What follows belongs to an exercise in optimizing a design on an open flow for small area and a short achievable clock period; a production flow would make more cautious choices. The RTL was checked by simulation tests, not by an equivalence proof against the original design.

// datapath
module datapath (
  input  logic             Clock,
  input  logic             clear,
  input  logic [WIDTH-1:0] Mdatain,
  input  logic             Read,
  input  logic             write,
  input  logic R0in,  R1in,  R2in,  R3in,  R4in,  R5in,  R6in,  R7in,
  input  logic R8in,  R9in,  R10in, R11in, R12in, R13in, R14in, R15in,
  input  logic R0out, R1out, R2out, R3out, R4out, R5out, R6out, R7out,
  input  logic R8out, R9out, R10out, R11out, R12out, R13out, R14out, R15out,
  input  logic             PCin,
  input  logic             IRin,
  input  logic             MARin,
  input  logic             MDRin,
  input  logic             Yin,
  input  logic             PCout,
  input  logic             MDRout,
  input  logic             Zlowout,
  input  logic             CSignout,
  input  logic             ZMuxOut,
  input  logic             ZMuxEnbale,
  input  logic             ZSelect,
  input  logic             Zin,
  input  logic             IncPC,
  input  logic             aluin,
  input  logic [OP_W-1:0]  aluControl,
  input  logic             AND,
  output logic [WIDTH-1:0] out
);
  logic [NUM_GPR-1:0][WIDTH-1:0] gpr;
  logic [WIDTH-1:0]   pc, ir, mar, mdr, y, bus;
  logic [2*WIDTH-1:0] z, alu_res;
  logic [NUM_GPR-1:0] r_in, r_out;
  logic [OP_W-1:0]    op_sel;
  ...
clock: 150.0 ns
lec_check: 0
abc_area: 1
cap_margin: 20
core_margin: 2
core_utilization: 45
slew_margin: 20
standard.sh (not shown) runs the stock make flow with config.mk's settings and CLKGATE_MAP_FILE= SYNTH_SCRIPT=/design/flow/synth_recipe.tcl, a recipe that flattens the netlist after the stock synthesis.
==> flow/flow/run.sh <==
#!/bin/bash
# The standard layout, with timing repair aimed at a setup slack margin
# (ORFS SETUP_SLACK_MARGIN): the clock period and constraints are unchanged,
# repair just keeps working on the critical paths past zero slack.
# Pin swapping is left out of repair (SKIP_PIN_SWAP) so the layout stays
# structurally close to the synthesized netlist.
set -euo pipefail
export SETUP_SLACK_MARGIN="$(cat flow/setup_margin)"
export SKIP_PIN_SWAP=1
bash standard.sh finish > standard.log 2>&1
==> flow/flow/setup_margin <==
50
==> next run, changes <==
--- a/flow/design.v
+++ b/flow/design.v
@@ -57,22 +57,13 @@
     assign l16[i]  = nz8[2*i+1] ? {1'b0, l8[2*i+1]} : {1'b1, l8[2*i]};
   end
   assign s = nz16[1] ? {1'b0, l16[1]} : {1'b1, l16[0]};
   logic [31:0] dn;
   logic [63:0] x;
   assign dn = bn << s;
-  logic [31:0] ar0, ar1, ar2, ar3, ar4, lm;
-  assign ar0 = s[0] ? {an[30:0], an[31]}    : an;
-  assign ar1 = s[1] ? {ar0[29:0], ar0[31:30]} : ar0;
-  assign ar2 = s[2] ? {ar1[27:0], ar1[31:28]} : ar1;
-  assign ar3 = s[3] ? {ar2[23:0], ar2[31:24]} : ar2;
-  assign ar4 = s[4] ? {ar3[15:0], ar3[31:16]} : ar3;
-  for (genvar i = 0; i < 32; i++) begin : g_lm
-    assign lm[i] = (5'(i) < s);
-  end
-  assign x  = {ar4 & lm, ar4 & ~lm};
+  assign x  = {32'd0, an} << s;
   logic signed [6:0] m2, m1, m0, mm1;
   always_comb begin
     case (dn[30:28])
       3'd0:    {m2, m1, m0, mm1} = {7'sd12, 7'sd3, -7'sd5,  -7'sd13};
       3'd1:    {m2, m1, m0, mm1} = {7'sd14, 7'sd4, -7'sd6,  -7'sd15};
       3'd2:    {m2, m1, m0, mm1} = {7'sd15, 7'sd4, -7'sd6,  -7'sd16};
@@ -140,42 +131,38 @@
     end
   end
   assign prod = pa + pb + pm;
   logic [34:0] t;
   logic        tneg;
   logic [31:0] rx, qp, qn, uq, ur;
-  logic        qsg;
   for (genvar j = 0; j < 16; j++) begin : g_q
     assign qp[31-2*j:30-2*j] = {k2[j] & kn[j], k1[j] & kn[j]};
     assign qn[31-2*j:30-2*j] = {k2[j] & ~kn[j], k1[j] & ~kn[j]};
   end
   assign t    = prod[34:0];    
   assign tneg = t[34];
-  assign uq   = qp + ~qn;
-  assign qsg  = a[31] ^ b[31];
+  assign uq   = qp + ~qn + {31'd0, ~tneg};
   assign rx   = t[31:0] + (tneg ? dn : 32'd0);
   assign ur   = rx >> s;
-  assign quo  = bz ? 32'hFFFF_FFFF : (uq ^ {32{qsg}}) + {31'd0, ~(qsg ^ tneg)};
+  assign quo  = bz ? 32'hFFFF_FFFF : ((a[31] ^ b[31]) ? 32'd0 - uq : uq);
   assign rem  = bz ? a : (a[31] ? 32'd0 - ur : ur);
 endmodule
 module datapath_alu (
   input  logic [WIDTH-1:0] a,
   input  logic [WIDTH-1:0] b,
   input  logic [OP_W-1:0]  op,
-  input  logic             inc,      
-  output logic [WIDTH-1:0] sum,
   output logic [2*WIDTH-1:0] result
 );
   logic [SH_W-1:0] sh;
   assign sh = b[SH_W-1:0];
   logic             is_neg, inv;
-  logic [WIDTH-1:0] xa;
+  logic [WIDTH-1:0] xa, sum;
   assign is_neg = (op == OP_NEG);
-  assign inv    = ~inc & ((op == OP_SUB) | is_neg);
-  assign xa     = (is_neg | inc) ? '0 : a;
-  assign sum    = xa + (b ^ {WIDTH{inv}}) + {{(WIDTH-1){1'b0}}, inv | inc};
+  assign inv    = (op == OP_SUB) | is_neg;
+  assign xa     = is_neg ? '0 : a;
+  assign sum    = xa + (b ^ {WIDTH{inv}}) + {{(WIDTH-1){1'b0}}, inv};
   logic             left;
   logic [SH_W-1:0]  r;
   logic [WIDTH-1:0] rot, ge;     
   logic [WIDTH-1:0] shr_m;       
   assign left = (op == OP_ROL) | (op == OP_SHL);
   assign r    = left ? (SH_W'(0) - sh) : sh;
@@ -243,19 +230,16 @@
   logic [OP_W-1:0]    op_sel;
   assign r_in  = {R15in, R14in, R13in, R12in, R11in, R10in, R9in, R8in,
                   R7in,  R6in,  R5in,  R4in,  R3in,  R2in,  R1in, R0in};
   assign r_out = {R15out, R14out, R13out, R12out, R11out, R10out, R9out, R8out,
                   R7out,  R6out,  R5out,  R4out,  R3out,  R2out,  R1out, R0out};
   assign op_sel = AND ? OP_AND : aluControl;
-  logic [WIDTH-1:0] inc_sum;
   datapath_alu u_alu (
     .a      (y),
     .b      (bus),
     .op     (op_sel),
-    .inc    (Zin & IncPC),
-    .sum    (inc_sum),
     .result (alu_res)
   );
   always_comb begin
     bus = '0;
     if (ZMuxOut && ZMuxEnbale) bus = ZSelect ? z[2*WIDTH-1:WIDTH] : z[WIDTH-1:0];
     else if (Zlowout)          bus = z[WIDTH-1:0];
@@ -289,13 +273,13 @@
     end else begin
       if (PCin)  pc  <= bus;
       if (IRin)  ir  <= bus;
       if (MARin) mar <= bus;
       if (MDRin) mdr <= Read ? Mdatain : bus;
       if (Yin)   y   <= bus;
-      if (Zin && IncPC) z <= {{WIDTH{1'b0}}, inc_sum};    
+      if (Zin && IncPC) z <= {{WIDTH{1'b0}}, bus + 32'd1};
       else if (aluin)   z <= alu_res;
       else if (Zin)     z <= {{WIDTH{1'b0}}, bus};
     end
   end
   logic unused_sigs;
   assign unused_sigs = ^{write, mar, ir[WIDTH-1:IMM_W]};
Effect: The changed run finished with timing, DRC and antenna clean. Setup slack gets better by 0.36 ns. Via count goes down by about 2%. Critical path depth decreases by 40. Maximum frequency climbs by 0.37%.

-- static timing again, ports no longer ideal --
The results above use ideal ports. As a check the final layouts listed here were re-extracted and re-timed, cells and wires unchanged.
Step 1, drivers: a clkbuf_16 drives Clock and a buf_2 each remaining input, both assumed.
Step 2 adds t to the input delays and takes it off the output delays; t is the mean of the earliest and latest rising clock arrival at the registers after step 1. Input paths then give back, and output paths get back, about the clock's delay inside the block.
Slacks: ideal ports / drivers / drivers and shift; pairs: ideal ports / drivers.
run	t (ns)	setup WS [ns]	pins driven straight from the clock port
the first run	0.775	51.270 / 51.290 / 50.515	1
the second run	0.748	51.635 / 51.693 / 50.944	1
After both steps every run listed still meets setup and hold. For the first run, which loses most, drivers alone change the setup slack by +0.020 ns; drivers and shift together by -0.755 ns.
